This is an optimization exercise on Yosys and OpenROAD, whose aim is small area, not a production implementation.
Only simulation tests tie the RTL to the original design; equivalence was not proved.
Power and IR drop assume default switching activity.

===== flow/flow/run.sh =====
#!/bin/bash
# Layout flow: the standard flow, except that the port buffers are the
# smallest buffer cell and clock tree synthesis uses larger sink clusters and
# no dummy loads. The flow's output goes to standard.log here; each step's
# log is kept in orfs/logs/ by the flow scripts.
set -o pipefail
bash standard.sh finish "BUFFER_PORTS_ARGS=-buffer_cell sky130_fd_sc_hd__buf_1" \
	"CTS_ARGS=-sink_clustering_enable -repair_clock_nets -buf_list sky130_fd_sc_hd__clkbuf_8 -dont_use_dummy_load -sink_clustering_size 20 -sink_clustering_max_diameter 80" \
	> standard.log 2>&1

===== flow/constraint.sdc =====
create_clock -name core_clock -period 5.0 [get_ports {turn}]
set_input_delay 1.0000 -clock core_clock [delete_from_list [all_inputs] [get_ports {turn}]]
set_output_delay 1.0000 -clock core_clock [all_outputs]
set_load 0.01 [all_outputs]

===== flow/design.v =====
package adventurePkg;
	typedef logic [9:0] pixelX_t;
	typedef logic [8:0] pixelY_t;
	typedef logic [3:0] roomCoord_t;
	typedef struct packed {
		logic [2:0] red;
		logic [2:0] green;
		logic [1:0] blue;
	} color_t;
	typedef enum logic [1:0] {
		HELD_NONE   = 2'd0,
		HELD_YELLOW = 2'd1,
		HELD_BLACK  = 2'd2
	} heldKey_t;
	localparam int STEP_PERIOD  = 16;
	localparam int STEP_COUNT_W = $clog2(STEP_PERIOD);
	localparam pixelX_t X_MAX        = 10'd624;
	localparam pixelX_t X_MIN        = 10'd16;
	localparam pixelY_t Y_MAX        = 9'd470;
	localparam pixelY_t Y_MIN        = 9'd10;
	localparam pixelX_t ENTRY_LEFT   = 10'd20;
	localparam pixelX_t ENTRY_RIGHT  = 10'd619;
	localparam pixelY_t ENTRY_TOP    = 9'd14;
	localparam pixelY_t ENTRY_BOTTOM = 9'd466;
	localparam roomCoord_t ROOM_LIMIT = 4'd8;
	localparam int PUSH_BACK = 7;
	localparam pixelX_t START_X         = 10'd320;
	localparam pixelY_t START_Y         = 9'd380;
	localparam roomCoord_t START_ROOM_X = 4'd3;
	localparam roomCoord_t START_ROOM_Y = 4'd5;
	localparam int PLAYER_HALF = 9;
	localparam pixelX_t YELLOW_KEY_X         = 10'd128;
	localparam pixelY_t YELLOW_KEY_Y         = 9'd220;
	localparam roomCoord_t YELLOW_KEY_ROOM_X = 4'd3;
	localparam roomCoord_t YELLOW_KEY_ROOM_Y = 4'd5;
	localparam pixelX_t BLACK_KEY_X          = 10'd128;
	localparam pixelY_t BLACK_KEY_Y          = 9'd220;
	localparam roomCoord_t BLACK_KEY_ROOM_X  = 4'd4;
	localparam roomCoord_t BLACK_KEY_ROOM_Y  = 4'd7;
	localparam int KEY_W        = 32;
	localparam int KEY_H        = 8;
	localparam int KEY_ROW      = 4;     
	localparam int CARRY_OFFSET = 15;
	localparam pixelX_t GATE_X = 10'd304;
	localparam pixelY_t GATE_Y = 9'd280;
	localparam int GATE_BARS   = 4;
	localparam int GATE_PITCH  = 10;
	localparam int GATE_BAR_W  = 5;
	localparam int GATE_BAR_H  = 80;
	localparam roomCoord_t YELLOW_CASTLE_X = 4'd3;
	localparam roomCoord_t YELLOW_CASTLE_Y = 4'd5;
	localparam roomCoord_t BLACK_CASTLE_X  = 4'd1;
	localparam roomCoord_t BLACK_CASTLE_Y  = 4'd3;
	localparam pixelX_t UNLOCK_X_LO  = 10'd288;
	localparam pixelX_t UNLOCK_X_HI  = 10'd352;
	localparam pixelY_t UNLOCK_Y     = 9'd360;
	localparam pixelY_t GATE_BLOCK_Y = 9'd352;
	localparam color_t COLOR_YELLOW     = 8'hFC;
	localparam color_t COLOR_BLACK      = 8'h00;
	localparam color_t COLOR_MAZE       = 8'h27;
	localparam color_t COLOR_GREEN      = 8'h1C;
	localparam color_t COLOR_DEFAULT    = 8'hFF;
	localparam color_t COLOR_KEY_ROOM   = 8'hF0;
	localparam color_t COLOR_CHALICE    = 8'h87;
	localparam color_t COLOR_BLACK_YARD = 8'hCC;
	localparam color_t COLOR_LEFT_HALL  = 8'h78;
	localparam color_t COLOR_RIGHT_HALL = 8'h90;
endpackage
import adventurePkg::*;
module adventureTop (
	input  logic       turn,
	input  logic       rst,
	input  logic [3:0] buttons,
	input  adventurePkg::pixelX_t    pixelX,
	input  adventurePkg::pixelY_t    pixelY,
	input  logic       blank,
	input  adventurePkg::color_t     mapPixel,
	output adventurePkg::color_t     color,
	output adventurePkg::roomCoord_t roomX,
	output adventurePkg::roomCoord_t roomY,
	output adventurePkg::color_t     roomColor
);
	localparam int KX = -16;
	localparam int KY = -20;
	localparam int OX = 15 - KX;   
	localparam int QY = -KY;       
	logic [3:0] count;
	logic       step;
	logic       bump;
	logic [9:0] px_n, cx_n, ox_n;
	logic [8:0] py_n, cy_n, oy_n;
	logic       yU, bU;
	logic       jpF, jpS;   
	logic [1:0] held;
	logic [3:0] rc;      
	function automatic logic [9:0] add10(input logic [9:0] a, input logic [9:0] b);
		logic c;
		c = 1'b0;
		for (int i = 0; i < 10; i++) begin
			add10[i] = a[i] ^ b[i] ^ c;
			c = (a[i] & b[i]) | (a[i] & c) | (b[i] & c);
		end
	endfunction
	function automatic logic [8:0] add9(input logic [8:0] a, input logic [8:0] b);
		logic c;
		c = 1'b0;
		for (int i = 0; i < 9; i++) begin
			add9[i] = a[i] ^ b[i] ^ c;
			c = (a[i] & b[i]) | (a[i] & c) | (b[i] & c);
		end
	endfunction
	function automatic logic [6:0] add6(input logic [5:0] a, input logic [5:0] b);
		logic c;
		c = 1'b0;
		for (int i = 0; i < 6; i++) begin
			add6[i] = a[i] ^ b[i] ^ c;
			c = (a[i] & b[i]) | (a[i] & c) | (b[i] & c);
		end
		add6[6] = c;
	endfunction
	function automatic logic [5:0] add5(input logic [4:0] a, input logic [4:0] b);
		logic c;
		c = 1'b0;
		for (int i = 0; i < 5; i++) begin
			add5[i] = a[i] ^ b[i] ^ c;
			c = (a[i] & b[i]) | (a[i] & c) | (b[i] & c);
		end
		add5[5] = c;
	endfunction
	function automatic logic hz5(input logic [4:0] a, input logic [4:0] b, input logic cin);
		hz5 = ((a[0] ^ b[0]) == cin);
		for (int i = 1; i < 5; i++)
			hz5 = hz5 && ((a[i] ^ b[i]) == (a[i-1] | b[i-1]));
	endfunction
	function automatic logic hz4(input logic [3:0] a, input logic [3:0] b, input logic cin);
		hz4 = ((a[0] ^ b[0]) == cin);
		for (int i = 1; i < 4; i++)
			hz4 = hz4 && ((a[i] ^ b[i]) == (a[i-1] | b[i-1]));
	endfunction
	function automatic logic geK(input logic [9:0] v, input logic [9:0] c);
		logic gt, eq;
		gt = 1'b0;
		eq = 1'b1;
		for (int i = 9; i >= 0; i--) begin
			if (c[i]) begin
				eq = eq && v[i];
			end else begin
				gt = gt || (eq && v[i]);
			end
		end
		geK = gt || eq;
	endfunction
	function automatic logic leK(input logic [9:0] v, input logic [9:0] c);
		logic lt, eq;
		lt = 1'b0;
		eq = 1'b1;
		for (int i = 9; i >= 0; i--) begin
			if (c[i]) begin
				lt = lt || (eq && !v[i]);
			end else begin
				eq = eq && !v[i];
			end
		end
		leK = lt || eq;
	endfunction
	function automatic logic inK(input logic [9:0] v, input int lo, input int hi);
		inK = geK(v, 10'(lo)) && leK(v, 10'(hi));
	endfunction
	function automatic logic in10(input logic [9:0] v, input int lo, input int hi);
		logic [9:0] l, h;
		l = 10'(lo);
		h = 10'(hi);
		if (l <= h)
			in10 = geK(v, l) && leK(v, h);
		else
			in10 = geK(v, l) || leK(v, h);
	endfunction
	function automatic logic in9(input logic [8:0] v, input int lo, input int hi);
		logic [8:0] l, h;
		l = 9'(lo);
		h = 9'(hi);
		if (l <= h)
			in9 = geK({1'b0, v}, {1'b0, l}) && leK({1'b0, v}, {1'b0, h});
		else
			in9 = geK({1'b0, v}, {1'b0, l}) || leK({1'b0, v}, {1'b0, h});
	endfunction
	function automatic logic pxIn(input logic [9:0] v, input int lo, input int hi);
		pxIn = in10(v, -(hi + KX), -(lo + KX));
	endfunction
	function automatic logic pyIn(input logic [8:0] v, input int lo, input int hi);
		pyIn = in9(v, -(hi + KY), -(lo + KY));
	endfunction
	function automatic logic [9:0] pxRep(input int x);
		pxRep = 10'(-(x + KX));
	endfunction
	function automatic logic [8:0] pyRep(input int y);
		pyRep = 9'(-(y + KY));
	endfunction
	function automatic logic isR(input logic [3:0] v, input int k);
		if (k == 0)
			isR = !v[3] && v[2:0] == 3'd0;
		else if (k == 8)
			isR = v[3];
		else
			isR = v[2:0] == 3'(k);
	endfunction
	function automatic logic [3:0] incR(input logic [3:0] v);
		incR = {v[2] & v[1] & v[0], v[2] ^ (v[1] & v[0]), v[1] ^ v[0], !v[0]};
	endfunction
	function automatic logic [3:0] decR(input logic [3:0] v);
		decR = {1'b0, v[2] ^ (!v[1] & !v[0]), !(v[1] ^ v[0]), !v[0]};
	endfunction
	function automatic logic [3:0] roomCode(input logic [3:0] x, input logic [3:0] y);
		adventurePkg::color_t c;
		logic yLow;   
		yLow = !y[3] && !(y[2] && y[1]);
		if (isR(x, 3) && yLow)
			c = COLOR_YELLOW;
		else if (isR(x, 4) && isR(y, 7))
			c = COLOR_KEY_ROOM;
		else if (isR(x, 1) && isR(y, 1))
			c = COLOR_CHALICE;
		else if (isR(x, 1) && isR(y, 2))
			c = COLOR_BLACK_YARD;
		else if (isR(x, 1) && isR(y, 3))
			c = COLOR_BLACK;
		else if (isR(x, 1) || (isR(x, 2) && yLow))
			c = COLOR_MAZE;
		else if (isR(x, 2) && isR(y, 6))
			c = COLOR_LEFT_HALL;
		else if (isR(x, 3) && isR(y, 6))
			c = COLOR_GREEN;
		else if (isR(x, 4) && isR(y, 6))
			c = COLOR_RIGHT_HALL;
		else
			c = COLOR_DEFAULT;
		roomCode = {c[7], c[5], c[3], c[1]};
	endfunction
	assign roomColor[7] = rc[3];
	assign roomColor[5] = rc[2];
	assign roomColor[3] = rc[1];
	assign roomColor[1] = rc[0];
	assign roomColor[0] = rc[0];
	assign roomColor[2] = rc[0] | (rc[1] & (rc[3] | ~rc[2]));
	assign roomColor[4] = rc[2] ? (rc[3] | ~rc[0]) : ((rc[3] ^ rc[1]) & ~rc[0]);
	assign roomColor[6] = (rc[2] & (rc[3] | ~rc[0])) | (rc[3] & rc[1] & ~rc[0]);
	function automatic logic keyShape(input logic [5:0] e, input logic ez,
			input logic [4:0] f, input logic fz, input logic [9:0] kx, input logic [8:0] ky);
		logic top, mid, low;
		logic sA, sB, sC, sD, sE;
		sA = !in10(kx, OX + 23, OX + 32);   
		sB = !in10(kx, OX + 1, OX + 24);    
		sC = !in10(kx, OX + 29, OX + 32);   
		sD = !in10(kx, OX + 1, OX + 4);     
		sE = !in10(kx, OX + 9, OX + 12);    
		top = fz && inK(10'(f), QY - 4, QY - 1) && !in9(ky, QY - 3, QY);
		mid = fz && inK(10'(f), QY, QY + 3) && !in9(ky, QY + 1, QY + 4);
		low = fz && inK(10'(f), QY + 4, QY + 7) && !in9(ky, QY + 5, QY + 8);
		keyShape = ez && ((top && sA && inK(10'(e), OX + 22, OX + 32))
			|| (mid && ((sB && inK(10'(e), OX, OX + 24)) || (sC && inK(10'(e), OX + 28, OX + 32))))
			|| (low && ((sD && inK(10'(e), OX, OX + 4)) || (sE && inK(10'(e), OX + 8, OX + 12))
				|| (sA && inK(10'(e), OX + 22, OX + 32)))));
	endfunction
	logic [6:0] ecX, eoX;
	logic [5:0] epX, epY, ecY, eoY;
	logic ecXz, eoXz, epXz, epYz, ecYz, eoYz;
	logic inYRoom, inBRoom, inBCastle;
	logic gateBar, gateShown, gateZone;
	logic shapeC, shapeO, shapeCar, shapeOth, yellowHit, blackHit, playerHit;
	assign epX = add5(pixelX[4:0], px_n[4:0]);   
	assign epXz = hz5(pixelX[9:5], px_n[9:5], epX[5]);
	assign epY = add5(pixelY[4:0], py_n[4:0]);   
	assign epYz = hz4(pixelY[8:5], py_n[8:5], epY[5]);
	assign ecX = add6(pixelX[5:0], cx_n[5:0]);
	assign ecXz = hz4(pixelX[9:6], cx_n[9:6], ecX[6]);
	assign ecY = add5(pixelY[4:0], cy_n[4:0]);
	assign ecYz = hz4(pixelY[8:5], cy_n[8:5], ecY[5]);
	assign eoX = add6(pixelX[5:0], ox_n[5:0]);
	assign eoXz = hz4(pixelX[9:6], ox_n[9:6], eoX[6]);
	assign eoY = add5(pixelY[4:0], oy_n[4:0]);
	assign eoYz = hz4(pixelY[8:5], oy_n[8:5], eoY[5]);
	assign inYRoom   = isR(roomX, 3) && isR(roomY, 5);
	assign inBRoom   = isR(roomX, 4) && isR(roomY, 7);
	assign inBCastle = isR(roomX, 1) && isR(roomY, 3);
	assign gateShown = (inYRoom && !yU) || (inBCastle && !bU);
	assign gateBar = ((pixelX[9:6] == 4'd4 && ((inK(10'(pixelX[5:0]), 48, 52))
			|| (inK(10'(pixelX[5:0]), 58, 62))))
		|| (pixelX[9:6] == 4'd5 && ((inK(10'(pixelX[5:0]), 4, 8))
			|| (inK(10'(pixelX[5:0]), 14, 18)))))
		&& inK(10'(pixelY), 280, 360);
	assign shapeC = keyShape(ecX[5:0], ecXz, ecY[4:0], ecYz, cx_n, cy_n);
	assign shapeO = keyShape(eoX[5:0], eoXz, eoY[4:0], eoYz, ox_n, oy_n);
	assign shapeCar = jpF || jpS ? shapeO : shapeC;
	assign shapeOth = jpS ? shapeC : shapeO;
	assign yellowHit = !yU && (inYRoom || held == 2'd1) && (held == 2'd1 ? shapeCar : shapeOth);
	assign blackHit  = !bU && (inBRoom || held == 2'd2) && (held == 2'd2 ? shapeCar : shapeOth);
	assign playerHit = pxIn(px_n, 9, 1014) && epXz && inK(10'(epX[4:0]), OX - 24, OX - 7)
		&& pyIn(py_n, 9, 502) && epYz && inK(10'(epY[4:0]), QY - 9, QY + 8);
	assign gateZone = pxIn(px_n, 289, 1023) && pyIn(py_n, 0, 351);
	always_ff @(posedge turn) begin
		if (rst) begin
			color <= '0;
			bump <= 1'b0;
		end else if (blank) begin
			color <= '0;
		end else begin
			if (gateShown && gateBar)
				color <= COLOR_BLACK;
			else if (yellowHit)
				color <= COLOR_YELLOW;
			else if (blackHit)
				color <= COLOR_BLACK;
			else if (playerHit)
				color <= roomColor;
			else
				color <= mapPixel;
			if (playerHit) begin
				if (inYRoom && gateZone)
					bump <= !yU;
				else if (inBCastle && gateZone)
					bump <= !bU;
				else
					bump <= mapPixel == roomColor;
			end
		end
	end
	always_ff @(posedge turn) begin
		if (rst) begin
			count <= '0;
			step <= 1'b0;
		end else begin
			count <= count + 4'd1;
			step <= count == 4'd15;
		end
	end
	logic [9:0] nX;
	logic [8:0] nY;
	function automatic logic [9:0] move10(input logic [9:0] x, input logic mv, input logic neg,
			input logic big);
		logic down, c3, inc, dec, t, z;
		down = neg ^ big;
		c3 = down ? (x[2:0] != 3'd0) : (x[2:0] == 3'd7);
		inc = mv && !neg && c3;
		dec = mv && neg && !c3;
		move10[2:0] = !mv ? x[2:0] : down ? x[2:0] - 3'd1 : x[2:0] + 3'd1;
		t = 1'b1;
		z = 1'b1;
		for (int i = 3; i < 10; i++) begin
			move10[i] = x[i] ^ ((inc && t) || (dec && z));
			t = t && x[i];
			z = z && !x[i];
		end
	endfunction
	function automatic logic [8:0] move9(input logic [8:0] x, input logic mv, input logic neg,
			input logic big);
		logic down, c3, inc, dec, t, z;
		down = neg ^ big;
		c3 = down ? (x[2:0] != 3'd0) : (x[2:0] == 3'd7);
		inc = mv && !neg && c3;
		dec = mv && neg && !c3;
		move9[2:0] = !mv ? x[2:0] : down ? x[2:0] - 3'd1 : x[2:0] + 3'd1;
		t = 1'b1;
		z = 1'b1;
		for (int i = 3; i < 9; i++) begin
			move9[i] = x[i] ^ ((inc && t) || (dec && z));
			t = t && x[i];
			z = z && !x[i];
		end
	endfunction
	logic mvX, mvY, negX, negY;
	logic goR, goD, goU, goL;
	always_comb begin
		mvX = step && ((buttons[3] && pxIn(px_n, 17, 1023)) || (buttons[0] && pxIn(px_n, 0, 623)));
		negX = (buttons[3] && pxIn(px_n, 17, 1023)) ? bump : !bump;
		nX = move10(px_n, mvX, negX, bump);
		mvY = step && ((buttons[2] && pyIn(py_n, 11, 511)) || (buttons[1] && pyIn(py_n, 0, 469)));
		negY = (buttons[2] && pyIn(py_n, 11, 511)) ? bump : !bump;
		nY = move9(py_n, mvY, negY, bump);
		goR = step && pxIn(px_n, 624, 1023) && !isR(roomX, 8);
		goD = step && !goR && pyIn(py_n, 470, 511) && !isR(roomY, 8);
		goU = step && !goR && !goD && pyIn(py_n, 0, 10) && !isR(roomY, 0);
		goL = step && !goR && !goD && !goU && pxIn(px_n, 0, 16) && !isR(roomX, 0);
	end
	logic xUp, xDown, ySwap;
	always_comb begin
		xUp = (goR && !(isR(roomX, 1) && isR(roomY, 6))
				&& !(isR(roomX, 2) && (isR(roomY, 4) || isR(roomY, 5))))
			|| (goL && isR(roomX, 1) && (isR(roomY, 5) || isR(roomY, 6)));
		xDown = (goR && isR(roomX, 2) && (isR(roomY, 4) || isR(roomY, 5)))
			|| (goL && !(isR(roomX, 1) && (isR(roomY, 4) || isR(roomY, 5) || isR(roomY, 6))));
		ySwap = (goR && ((isR(roomX, 1) && isR(roomY, 6)) || (isR(roomX, 2) && isR(roomY, 4))))
			|| (goL && isR(roomX, 1) && (isR(roomY, 4) || isR(roomY, 6)));
	end
	always_ff @(posedge turn) begin
		if (rst) begin
			px_n <= pxRep(START_X);
			py_n <= pyRep(START_Y);
			roomX <= START_ROOM_X;
			roomY <= START_ROOM_Y;
			rc <= roomCode(START_ROOM_X, START_ROOM_Y);
		end else begin
			px_n <= goR ? pxRep(ENTRY_LEFT) : goL ? pxRep(ENTRY_RIGHT) : nX;
			py_n <= goD ? pyRep(ENTRY_TOP) : goU ? pyRep(ENTRY_BOTTOM) : nY;
			roomX <= xUp ? incR(roomX) : xDown ? decR(roomX) : roomX;
			roomY <= goD ? incR(roomY) : goU ? decR(roomY) : {roomY[3:2], roomY[1] ^ ySwap, roomY[0]};
			if (step)
				rc <= roomCode(roomX, roomY);
		end
	end
	logic onO, atUnlock, pickO, pick;
	logic [9:0] dkX;
	logic [8:0] dkY;
	assign dkX = add10(ox_n, ~px_n);
	assign dkY = add9(oy_n, ~py_n);
	assign onO = !pxIn(ox_n, 977, 1008) && in10(dkX, 15, 45)
		&& in9(oy_n, -503 - KY, -4 - KY) && in9(dkY, -4, 6);
	assign atUnlock = pxIn(px_n, 289, 351) && pyIn(py_n, 0, 359);
	assign pickO = onO && (held == 2'd1 ? (inBRoom && !bU)
		: held == 2'd2 ? (inYRoom && !yU) : (inYRoom || inBRoom));
	always_ff @(posedge turn)
		pick <= pickO;
	always_ff @(posedge turn) begin
		if (step) begin
			cx_n <= px_n;
			cy_n <= py_n;
		end
	end
	always_ff @(posedge turn) begin
		if (rst) begin
			ox_n <= pxRep(YELLOW_KEY_X - 15);
			oy_n <= pyRep(YELLOW_KEY_Y);
			yU <= 1'b0;
			bU <= 1'b0;
			held <= 2'd0;
			jpF <= 1'b0;
			jpS <= 1'b0;
		end else if (step) begin
			jpF <= pick && held == 2'd0;
			jpS <= pick && held != 2'd0;
			if (jpS) begin
				ox_n <= cx_n;
				oy_n <= cy_n;
			end
			if (held == 2'd0) begin
				if (pick)
					held <= inYRoom ? 2'd1 : 2'd2;
			end else begin
				if (pick)
					held <= ~held;
				if (held == 2'd1 && inYRoom && atUnlock)
					yU <= 1'b1;
				if (held == 2'd2 && inBCastle && atUnlock)
					bU <= 1'b1;
			end
		end
	end
endmodule

===== flow/config.mk =====
export PLATFORM = sky130hd
export DESIGN_NAME = adventureTop
export DESIGN_NICKNAME = adventureTop
export VERILOG_FILES = /design/flow/design.v
export SDC_FILE = /design/flow/constraint.sdc
export NUM_CORES = 4
export LEC_CHECK = 0
export CAP_MARGIN = 0
export CORE_MARGIN = 2
export CORE_UTILIZATION = 66
export CTS_BUF_LIST = sky130_fd_sc_hd__clkbuf_8
export GPL_TIMING_DRIVEN = 0
export SETUP_SLACK_MARGIN = 0.08
export SLEW_MARGIN = 0

===== flow/standard.sh =====
#!/bin/bash
# synth_recipe.tcl (not shown) runs the flow's synth.tcl, then flattens the netlist and writes it again
# the make line also repeats each setting of config.mk as NAME=value (left out here)
make -C /OpenROAD-flow-scripts/flow DESIGN_CONFIG=/design/flow/config.mk WORK_HOME=/design/flow/orfs CLKGATE_MAP_FILE= SYNTH_SCRIPT=/design/flow/synth_recipe.tcl "${@:-finish}"

==> flow_summary.yaml, run 1 <==
final_layout:
  multi_input_area_um2: 4970
  fin_util_pct: 73.4
  antenna_cells: 0
  n_fill_cell: 844
  ff_latch_area_um2: 1990
  drive_gt1_share_pct: 5.08
  nets: 1046
  final_cells: 1066
  area_growth_pct: 8.71
yosys:
  synthArstFlopShare_pct: 0
  ys.flop_type: "dfxtp_1"
  synthCells: 853
  synth_cell_type_count: 66
  yosysTopAreaCell: "dfxtp_1"
  yosys.cell_count.top_type: "inv_1"
  synth_top_area_share_pct: 19.4
  syn_area_per_cell_um2: 8.58
  syn_nets: 971
  synth-edff-count: 19
  ys_ff_latch: 90
  seq_area_frac_synth_pct: 27.2
  synthesis.area_um2: 7320
  synth_common_cells: "84 x inv_1, 71 x dfxtp_1, 66 x nor2_1, 61 x nand2_1"
  ys_top_cells_by_area: "dfxtp_1 19%, fa_1 12%, edfxtp_1 7.8%, ha_1 7.0%, xnor2_1 5.9%"
  yosysWarnings: 1
routing:
  drt_wl_total_mm: 21.5
  vias: 6883
  drt_drc_violations_left: 0
  drtIter0Drc: 805
  antenna_left: 0
  dr.pass1.iters: 6
  avgRoutedWirePerCell_um: 20.2
  viasPerCell: 6.46
floorplanning:
  ioPinCount: 58
  die_y_um: 109
  rows: 38
  die_w_um: 109
  die_area_um2: 12000
  core_area_um2: 10800
  start_util_pct: 67.5
grt:
  grt_pass1_wl_mm: 32.8
  grt_pass1_vias: 6487
  grt_overflow: 0
  antenna_found_initial: 0
  grt_max_degree: 23
  grt_util_all_layers_pct: 36.6
placed_design:
  place_ws_ns: -0.904
  hpwlAfterDp_mm: 16.7
  gp_congestion: 0.984
  dpl.cell_count: 1050
  port_buffers: 57
power_and_ir_drop:
  leakagePower_nw: 2.96
  p_sw_share_pct: 27.4
  pwr-share-seq_pct: 55.2
  cellPowerDensity_nw_per_um2: 169
  p_sw_w: 0.000370
  irDropWorstVdd_mv: 0.183
  clockPowerShare_pct: 31.1
  p_comb_share_pct: 13.7
  total_power_w: 0.00135
  internal_power_w: 0.000978
setup_path:
  critPathMaxFanout: 8
  crit_slowest_cell: "fa_2"
  crit_path_start_kind: "input pin"
  path_buf_inv: 5
  worstSetupPathType: "in -> reg"
  crit_path_end_kind: "register"
  worst_ep_required_time_ns: 5.26
  worstPathArrival_ns: 5.05
  crit_family: "adder cells"
  critPathMaxStageDelay_ns: 0.45
  cp_cell_sequence: "clkbuf_4, ha_1, fa_1, inv_1, fa_1, fa_2, fa_2, fa_2, buf_4, or2_2, a21oi_2, o2111ai_1, a311oi_2, buf_4, and4_1, o21ai_0, o211ai_1, buf_4, o21ai_0"
sta:
  setup_violations: 0
  worst_slew_pin_slew_ns: 1.22
  finalClockSkew_ns: 0.0180
  setup-tns-final_ns: 0
  finalHoldViolCount: 0
  rsz0062_at_grt: "false"
  drv_slew: 0
  fmax_ghz: 0.209
  maxSlewHeadroom_pct: 18.5
  min_period_over_period_pct: 95.7
  final.setup.worst_slack_ns: 0.213
  period_needed_ns: 4.79
cts:
  cts.sinks: 90
  worstSkewPairLatency_ns: 0.39
  path_clk_slew_ns: 0.09
  cts_tree: "done"
  root_buffer: "clkbuf_8"
  cts_htree_levels: 3
  clock_path_buffers: 2
  numCtsBuffers: 9
job:
  maxCapViolCount: 0
min_path:
  hold_path_class: "reg -> reg"
status:
  outcome: "no timing/DRC/antenna violations"
## worst paths after layout
path / startpoint / end / slack, ns / cells past startpoint
max: pixelX[0] / color[5] / 0.21 / 19
min: px_n[9] / cx_n[9] / 0.42 / 0
max reg2reg: py_n[0] / pick / 0.25 / 16
min reg2reg: px_n[9] / cx_n[9] / 0.42 / 0
## metal layers
metal	GRT usage (%)	wire length, um	share of wire, %
met2	58.2	10100	47
met4	18.4	759	3.5
met1	47.3	8680	40
met5	0	0	0
met3	7.65	2030	9.4
## what timing repair did
item / in CTS / in global routing
endpoints found under the setup margin: 8 / 9
setup buffers: 4 / 3
pin swaps: 6 / 3
hold buffers: 0 / 0
gates resized for setup: 8 / 11
## kinds of logic after synthesis
group / count (synthesis) / share of synthesized area [%]
simple gates: 280 / 19.7
compound gates: 209 / 18.8
buf+inv: 111 / 5.78
flops: 90 / 27.2
fa+ha+maj: 84 / 18.8
xor+xnor: 65 / 7.78
mux: 14 / 1.95
## cell type report
| class | instances | area share [%] |
|---|---|---|
| multi-input cells | 652 | 62.5 |
| flip-flops and latches | 90 | 25.0 |
| inverters | 85 | 4.01 |
| repair buffers | 64 | 3.43 |
| well taps | 140 | 2.20 |
| clock buffers | 9 | 1.56 |
| plain buffers | 26 | 1.32 |
## registers in the layout, summed over array words and instances, names as in the netlist, 2 cells and up
register,cells
held,2
ox_n,10
rc,4
px_n,10
cx_n,10
color,8
cy_n,9
roomY,4
py_n,9
roomX,4
count,4
oy_n,9
## cells in the final DEF (no fill, tap or decap), drive strengths merged, types with 6 or more instances in the layout
cell,instances
o22ai,9
a211o,13
nand3b,6
nand2b,17
or3,6
a21oi,50
clkbuf,33
inv,84
ha,41
a21o,6
nor2,66
nand4,16
a41oi,6
xor2,16
nor3,23
o21ai,44
buf,66
nand3,24
fa,43
o2111ai,6
nor4,16
mux2i,12
a211oi,19
xnor2,49
o21a,8
nor2b,8
a31oi,8
or2,7
dfxtp,71
o211ai,7
edfxtp,19
nand2,61
## power groups by stage
stage	sequential [W]	clock, W	combinational (W)
finish	0.000744	0.000420	0.000184
global route	0.000744	0.000441	0.000199
CTS	0.000744	0.000418	0.000174
detailed placement	0.000761	0	0.000167
global placement	0.000760	0	0.000161
floorplan	0.000762	0	0.000109
## worst reg2reg max path: cells and delay by family, from the launching register on
| family | cells | cell delay [ns] |
|---|---|---|
| xor+xnor | 2 | 0.34 |
| buf+inv | 3 | 0.33 |
| compound gates | 1 | 0.15 |
| fa+ha+maj | 8 | 2.68 |
| simple gates | 2 | 0.61 |
| flops | 1 | 0.51 |
## metrics by stage
step | hold WS, ns | instance area [um2]
final | 0.419 | 7960
after global routing | 0.421 | 7960
after CTS | 0.421 | 7900
after detailed placement | 0.416 | 7720
after global placement | 0.408 | 7720
after floorplan | 0.403 | 7330
==> run 2, diff against run 1 <==
==> flow/flow/run.sh (replaced) <==
#!/bin/bash
# Layout flow: the standard flow, except that the port buffers are the
# smallest buffer cell and clock tree synthesis uses larger sink clusters and
# no dummy loads. The flow's output goes to standard.log here; each step's
# log is kept in orfs/logs/ by the flow scripts.
set -o pipefail
bash standard.sh finish "BUFFER_PORTS_ARGS=-buffer_cell sky130_fd_sc_hd__buf_1" \
	"CTS_ARGS=-sink_clustering_enable -repair_clock_nets -buf_list sky130_fd_sc_hd__clkbuf_8 -dont_use_dummy_load -sink_clustering_size 44 -sink_clustering_max_diameter 400 -sink_clustering_levels 1" \
	> standard.log 2>&1
==> run 2 against run 1 <==
Effect of this change:
- critical endpoint unchanged
- synthesized cell count did not move
- clock skew did not move
- first-iteration DRC count did not move
- via count did not move
==> flow_summary.yaml, run 2 <==
status:
  outcome: "no timing/DRC/antenna violations"
sta:
  worst_slew_pin_slew_ns: 1.22
  holdWs_ns: 0.419
  finalClockSkew_ns: 0.0180
  setup_violations: 0
  min_period_over_period_pct: 95.7
  period_needed_ns: 4.79
  rsz0062_at_grt: "false"
  finalHoldViolCount: 0
  final.setup.worst_slack_ns: 0.213
  maxSlewHeadroom_pct: 18.5
  fmax_ghz: 0.209
  setup-tns-final_ns: 0
  drv_slew: 0
setup_path:
  worstSetupPathType: "in -> reg"
  critPathMaxFanout: 8
  worst_ep_required_time_ns: 5.26
  crit_path_end_kind: "register"
  worstPathArrival_ns: 5.05
  crit_path_start_kind: "input pin"
grt:
  grt_max_degree: 23
  use_met2_pct: 58.2
  grt_pass1_wl_mm: 32.8
  grt_overflow: 0
  grt_util_met1_pct: 47.3
  antenna_found_initial: 0
  grt_pass1_vias: 6487
  grt_busiest_layer: "met2"
  use_met3_pct: 7.65
  grt_util_all_layers_pct: 36.6
placed_design:
  port_buffers: 57
  hpwlAfterDp_mm: 16.7
  gp_congestion: 0.984
  place_ws_ns: -0.904
power_and_ir_drop:
  p_comb_share_pct: 13.7
  p_sw_w: 0.000370
  p_sw_share_pct: 27.4
  clockPowerShare_pct: 31.1
  irDropWorstVdd_mv: 0.183
  internal_power_w: 0.000978
  pwr-share-seq_pct: 55.2
  leakagePower_nw: 2.96
  cellPowerDensity_nw_per_um2: 169
cts:
  worstSkewPairLatency_ns: 0.39
  numCtsBuffers: 9
  cts_htree_levels: 3
  path_clk_slew_ns: 0.09
  cts_tree: "done"
  ctsHoldBuffers: 0
  clock_path_buffers: 2
  cts.sinks: 90
  root_buffer: "clkbuf_8"
yosys:
  synth_cell_type_count: 66
  ys.flop_type: "dfxtp_1"
  synthArstFlopShare_pct: 0
  ys_top_cells_by_area: "dfxtp_1 19%, fa_1 12%, edfxtp_1 7.8%, ha_1 7.0%, xnor2_1 5.9%"
  synthCells: 853
  yosysWarnings: 1
  synth_top_area_share_pct: 19.4
  synth-edff-count: 19
  seq_area_frac_synth_pct: 27.2
  yosys.cell_count.top_type: "inv_1"
  synth_common_cells: "84 x inv_1, 71 x dfxtp_1, 66 x nor2_1, 61 x nand2_1"
  syn_nets: 971
  yosysTopAreaCell: "dfxtp_1"
  syn_area_per_cell_um2: 8.58
  synthesis.area_um2: 7320
  ys_ff_latch: 90
routing:
  drt_drc_violations_left: 0
  drtIter0Drc: 805
  avgRoutedWirePerCell_um: 20.2
  antenna_left: 0
  drt_wl_total_mm: 21.5
  vias: 6883
  dr.pass1.iters: 6
  viasPerCell: 6.46
final_layout:
  reg.largest.list: "cx_n (10), ox_n (10), px_n (10)"
  area_growth_pct: 8.71
  mostFrequentLayoutCells: "84 x inv_1, 71 x dfxtp_1, 66 x nor2_1, 61 x nand2_1, 54 x buf_1"
  final_common_cell: "inv_1"
  antenna_cells: 0
  drive_gt1_share_pct: 5.08
  nets: 1046
  n_fill_cell: 844
floorplanning:
  start_util_pct: 67.5
  ioPinCount: 58
  die_area_um2: 12000
  die_w_um: 109
  rows: 38
  core_area_um2: 10800
  die_y_um: 109
job:
  maxCapViolCount: 0
min_path:
  hold_path_class: "reg -> reg"
## run 2: path summary, 6_finish.rpt
path	start	end	slack, ns	cells past startpoint
min	px_n[9]	cx_n[9]	0.42	0
min reg2reg	px_n[9]	cx_n[9]	0.42	0
max reg2reg	py_n[0]	pick	0.25	16
max	pixelX[0]	color[5]	0.21	19
## run 2: through the flow
| step | std cells | power [W] | instance area [um2] | util [%] |
|---|---|---|---|---|
| 2_1_floorplan | 853 | 0.000870 | 7330 | - |
| 3_3_place_gp | 1050 | 0.000921 | 7720 | 71.2 |
| 3_5_place_dp | 1050 | 0.000928 | 7720 | 71.2 |
| 4_1_cts | 1063 | 0.00134 | 7900 | 72.8 |
| 5_1_grt | 1066 | 0.00138 | 7960 | 73.4 |
| 6_report | 1066 | 0.00135 | 7960 | 73.4 |
## run 2: logic make-up (layout without fill, tap and decap cells)
group                      count (synthesis)  in the layout  share of synthesized area, %
and+or+nand+nor                          280            280                          19.7
AOI/OAI and AO/OA                        209            209                          18.8
buffers and inverters                    111            184                          5.78
DFF                                       90             90                          27.2
adders and majority gates                 84             84                          18.8
xor gates and xnor gates                  65             65                          7.78
muxes                                     14             14                          1.95
## run 2: routing by layer
layer	up-vias	part of all wire, %
met5	-	0
met4	0	3.5
met3	51	9.4
met2	374	47
met1	3269	40
li1	3189	-
## run 2: repair_timing
action / 4_1_cts / 5_1_grt
buffers inserted: 4 / 3
resized for setup: 8 / 11
cloned: 0 / 0
endpoints found under the setup margin: 8 / 9
pin swaps: 6 / 3
endpoints found under the hold margin: 0 / 0
## run 2: power groups by stage
stage	clock [W]	sequential, W	combinational, W
2_1_floorplan	0	0.000762	0.000109
6_report	0.000420	0.000744	0.000184
4_1_cts	0.000418	0.000744	0.000174
3_5_place_dp	0	0.000761	0.000167
5_1_grt	0.000441	0.000744	0.000199
3_3_place_gp	0	0.000760	0.000161
## run 2: cell type report
class | count | area (um2) | share of cell area [%]
sequential | 90 | 1990 | 25.0
tap | 140 | 175 | 2.20
multi-input combinational | 652 | 4970 | 62.5
buffer | 26 | 105 | 1.32
timing repair buffer | 64 | 273 | 3.43
clock buffer | 9 | 124 | 1.56
inverter | 85 | 319 | 4.01
## run 2: worst max-delay path, stage by stage
cell	delay, ns
clkbuf_4	0.16
ha_1	0.17
fa_1	0.16
inv_1	0.05
fa_1	0.38
fa_2	0.36
fa_2	0.36
fa_2	0.45
buf_4	0.16
or2_2	0.29
a21oi_2	0.20
o2111ai_1	0.16
a311oi_2	0.28
buf_4	0.18
and4_1	0.22
o21ai_0	0.10
o211ai_1	0.09
buf_4	0.18
o21ai_0	0.11
==> run 3, diff against run 2 <==
==> flow/flow/run.sh (replaced) <==
#!/bin/bash
# Layout flow: the standard flow, except that the port buffers are the
# smallest buffer cell, clock tree synthesis inserts no dummy loads, and after
# global routing gates off the critical paths are downsized (power recovery).
# The flow's output goes to standard.log here; each step's log is kept in
# orfs/logs/ by the flow scripts.
set -o pipefail
bash standard.sh finish "BUFFER_PORTS_ARGS=-buffer_cell sky130_fd_sc_hd__buf_1" \
	"CTS_ARGS=-sink_clustering_enable -repair_clock_nets -buf_list sky130_fd_sc_hd__clkbuf_8 -dont_use_dummy_load -sink_clustering_size 20 -sink_clustering_max_diameter 80" \
	"RECOVER_POWER=100" \
	> standard.log 2>&1
==> run 3 against run 2 <==
Effect of this change:
- sequential cell count unchanged
- sequential share of layout area about the same
- routed wire length about the same
- final cell count unchanged
- first-iteration DRC count increased by 2.9%
- utilization decreased by 0.069 points
- combinational power about the same
- worst hold slack improved by 0.0023 ns
- total power decreased by 0.17%
- critical path type unchanged
- critical endpoint unchanged
==> flow_summary.yaml, run 3 <==
cts:
  root_buffer: "clkbuf_8"
  clock_path_buffers: 2
  numCtsBuffers: 9
  cts_tree: "done"
  path_clk_slew_ns: 0.09
  cts_htree_levels: 3
  worstSkewPairLatency_ns: 0.39
  ctsHoldBuffers: 0
  cts.sinks: 90
sta:
  drv_slew: 0
  rsz0062_at_grt: "false"
  min_period_over_period_pct: 95.8
  period_needed_ns: 4.79
  finalClockSkew_ns: 0.0170
  setup_violations: 0
  finalHoldViolCount: 0
  maxSlewHeadroom_pct: 16.9
  fmax_ghz: 0.209
  setup-tns-final_ns: 0
  worst_slew_pin_slew_ns: 1.25
yosys:
  yosys.cell_count.top_type: "inv_1"
  synth_cell_type_count: 66
  synthArstFlopShare_pct: 0
  synthesis.area_um2: 7320
  synth_mux_area_share_pct: 1.95
  ys.flop_type: "dfxtp_1"
  synth-edff-count: 19
  syn_nets: 971
  synth_compound_area_share_pct: 18.8
  syn_area_per_cell_um2: 8.58
  synth_top_family_by_area: "simple AND/OR/NAND/NOR gates"
  yosysWarnings: 1
  yosysTopAreaCell: "dfxtp_1"
  yosys.area_share.adder_pct: 18.8
  synth_top_area_share_pct: 19.4
  ys_top_cells_by_area: "dfxtp_1 19%, fa_1 12%, edfxtp_1 7.8%, ha_1 7.0%, xnor2_1 5.9%"
  synth_xor_area_share_pct: 7.78
  seq_area_frac_synth_pct: 27.2
  synthSimpleGateAreaFrac_pct: 19.7
  synthCells: 853
  ys_ff_latch: 90
  synth_common_cells: "84 x inv_1, 71 x dfxtp_1, 66 x nor2_1, 61 x nand2_1"
floorplanning:
  rows: 38
  die_w_um: 109
  ioPinCount: 58
  die_y_um: 109
  core_area_um2: 10800
  die_area_um2: 12000
  start_util_pct: 67.5
status:
  outcome: "no timing/DRC/antenna violations"
setup_path:
  worst_ep_required_time_ns: 5.26
  critPathMaxFanout: 8
  worstSetupPathType: "in -> reg"
  crit_path_start_kind: "input pin"
  worstPathArrival_ns: 5.05
  path_buf_inv: 5
  cp_cell_sequence: "clkbuf_4, ha_1, fa_1, inv_1, fa_1, fa_2, fa_2, fa_2, buf_4, or2_2, a21oi_2, o2111ai_1, a311oi_2, buf_4, and4_1, o21ai_0, o211ai_1, buf_4, o21ai_0"
  crit_slowest_cell: "fa_2"
  critPathMaxStageDelay_ns: 0.45
  crit_family: "adder cells"
  crit_path_end_kind: "register"
placed_design:
  hpwlAfterDp_mm: 16.7
  dpl_cell_area_um2: 7720
  gp_congestion: 0.984
  port_buffers: 57
grt:
  grt_pass1_vias: 6487
  grt_overflow: 0
  grt_max_degree: 23
  grt_util_all_layers_pct: 36.6
  grt_pass1_wl_mm: 32.8
  antenna_found_initial: 0
final_layout:
  mostFrequentLayoutCells: "84 x inv_1, 71 x dfxtp_1, 66 x nor2_1, 61 x nand2_1, 53 x buf_1"
  reg.largest.list: "cx_n (10), ox_n (10), px_n (10)"
  nets: 1046
  final_common_cell: "inv_1"
  area_growth_pct: 8.61
  drive_gt1_share_pct: 4.75
  final_area_um2: 7950
  fin_util_pct: 73.4
  antenna_cells: 0
routing:
  drt_drc_violations_left: 0
  drt_wl_total_mm: 21.5
  antenna_left: 0
  avgRoutedWirePerCell_um: 20.2
  drtIter0Drc: 828
  vias: 6917
  dr.pass1.iters: 5
  viasPerCell: 6.49
power_and_ir_drop:
  p_comb_share_pct: 13.6
  cellPowerDensity_nw_per_um2: 169
  leakagePower_nw: 2.96
  p_sw_w: 0.000368
  irDropWorstVdd_mv: 0.183
  p_sw_share_pct: 27.4
  clockPowerShare_pct: 31.1
  pwr-share-seq_pct: 55.3
  internal_power_w: 0.000977
min_path:
  hold_path_class: "reg -> reg"
job:
  maxCapViolCount: 0
run 3: worst register-to-register path, delay by kind of cell (launching register included):
family | cells | cell delay, ns
compound gates | 1 | 0.15
simple gates | 2 | 0.61
buf+inv | 3 | 0.34
xor+xnor | 2 | 0.34
fa+ha+maj | 8 | 2.67
flops | 1 | 0.52
run 3: worst paths after layout:
path	cells past startpoint	to	start	slack, ns
worst max-delay path	19	color[5]	pixelX[0]	0.21
worst min-delay path	0	cx_n[9]	px_n[9]	0.42
worst max register to register	16	pick	py_n[0]	0.25
worst min register to register	0	cx_n[9]	px_n[9]	0.42
run 3: cells by family (layout without fill, tap and decap cells):
kind of cell               after synthesis  after routing
muxes                                   14             14
AOI/OAI and AO/OA                      209            209
buffers and inverters                  111            184
DFF                                     90             90
adders and majority gates               84             84
and+or+nand+nor                        280            280
xor gates and xnor gates                65             65
run 3: layer usage:
metal / wire [um] / share of wire (%) / track usage, %
met5: 0 / 0 / 0
met4: 816 / 3.8 / 18.4
met3: 1920 / 8.9 / 7.65
met2: 10000 / 47 / 58.2
met1: 8760 / 41 / 47.3
run 3: layout make-up:
class	count	area, um2
inverter	85	319
multi-input combinational	652	4970
sequential	90	1990
fill	848	2890
clock buffer	9	124
timing repair buffer	64	270
tap	140	175
buffer	26	104
run 3: stage by stage:
step | total power, W | instances | setup WS (ns) | hold slack, ns
floorplan | 0.000870 | 853 | 0.0923 | 0.403
global placement | 0.000921 | 1050 | -0.741 | 0.408
global route | 0.00138 | 1066 | 0.0302 | 0.421
detailed placement | 0.000928 | 1050 | -0.904 | 0.416
finish | 0.00135 | 1066 | 0.212 | 0.421
CTS | 0.00134 | 1063 | 0.0977 | 0.421
run 3: power groups by stage:
stage / logic (W) / clock network [W] / registers (W)
after floorplan: 0.000109 / 0 / 0.000762
after global placement: 0.000161 / 0 / 0.000760
after detailed placement: 0.000167 / 0 / 0.000761
after CTS: 0.000174 / 0.000418 / 0.000744
after global routing: 0.000198 / 0.000441 / 0.000744
final: 0.000184 / 0.000418 / 0.000744
run 3: timing repair:
action,CTS,global route
pin swaps,6,3
setup endpoints to repair,8,9
resized for setup,8,11
buffers inserted,4,3
gates cloned,0,0

[afterwards: timing with drivers on the ports]
The flow's constraints put no driver on any port. The routed layouts listed below were extracted and timed again, unchanged, in two steps. Step 1 (the two cells are an assumption about what drives the block):
set clk [get_ports {turn}]
set_driving_cell -lib_cell sky130_fd_sc_hd__clkbuf_16 $clk
set_driving_cell -lib_cell sky130_fd_sc_hd__buf_2 [delete_from_list [all_inputs] $clk]
Step 2 adds t to the input delays and takes it off the output delays; t is the mean of the earliest and latest rising clock arrival at the registers after step 1. Input paths then give back, and output paths get back, about the clock's delay inside the block. Slacks: ideal ports / drivers / drivers and shift; pairs: ideal ports / drivers.
| run | t, ns | setup WS [ns] | worst setup path after step 2 | worst register clock-pin slew, ns |
|---|---|---|---|---|
| run 1 | 0.420 | 0.213 / 0.225 / -0.195 | input to register | 0.09 / 0.09 |
| run 2 | 0.420 | 0.213 / 0.225 / -0.195 | input to register | 0.09 / 0.09 |
| run 3 | 0.418 | 0.212 / 0.224 / -0.195 | input to register | 0.09 / 0.09 |
Met with ideal ports but missed after step 2: setup timing in every run listed.
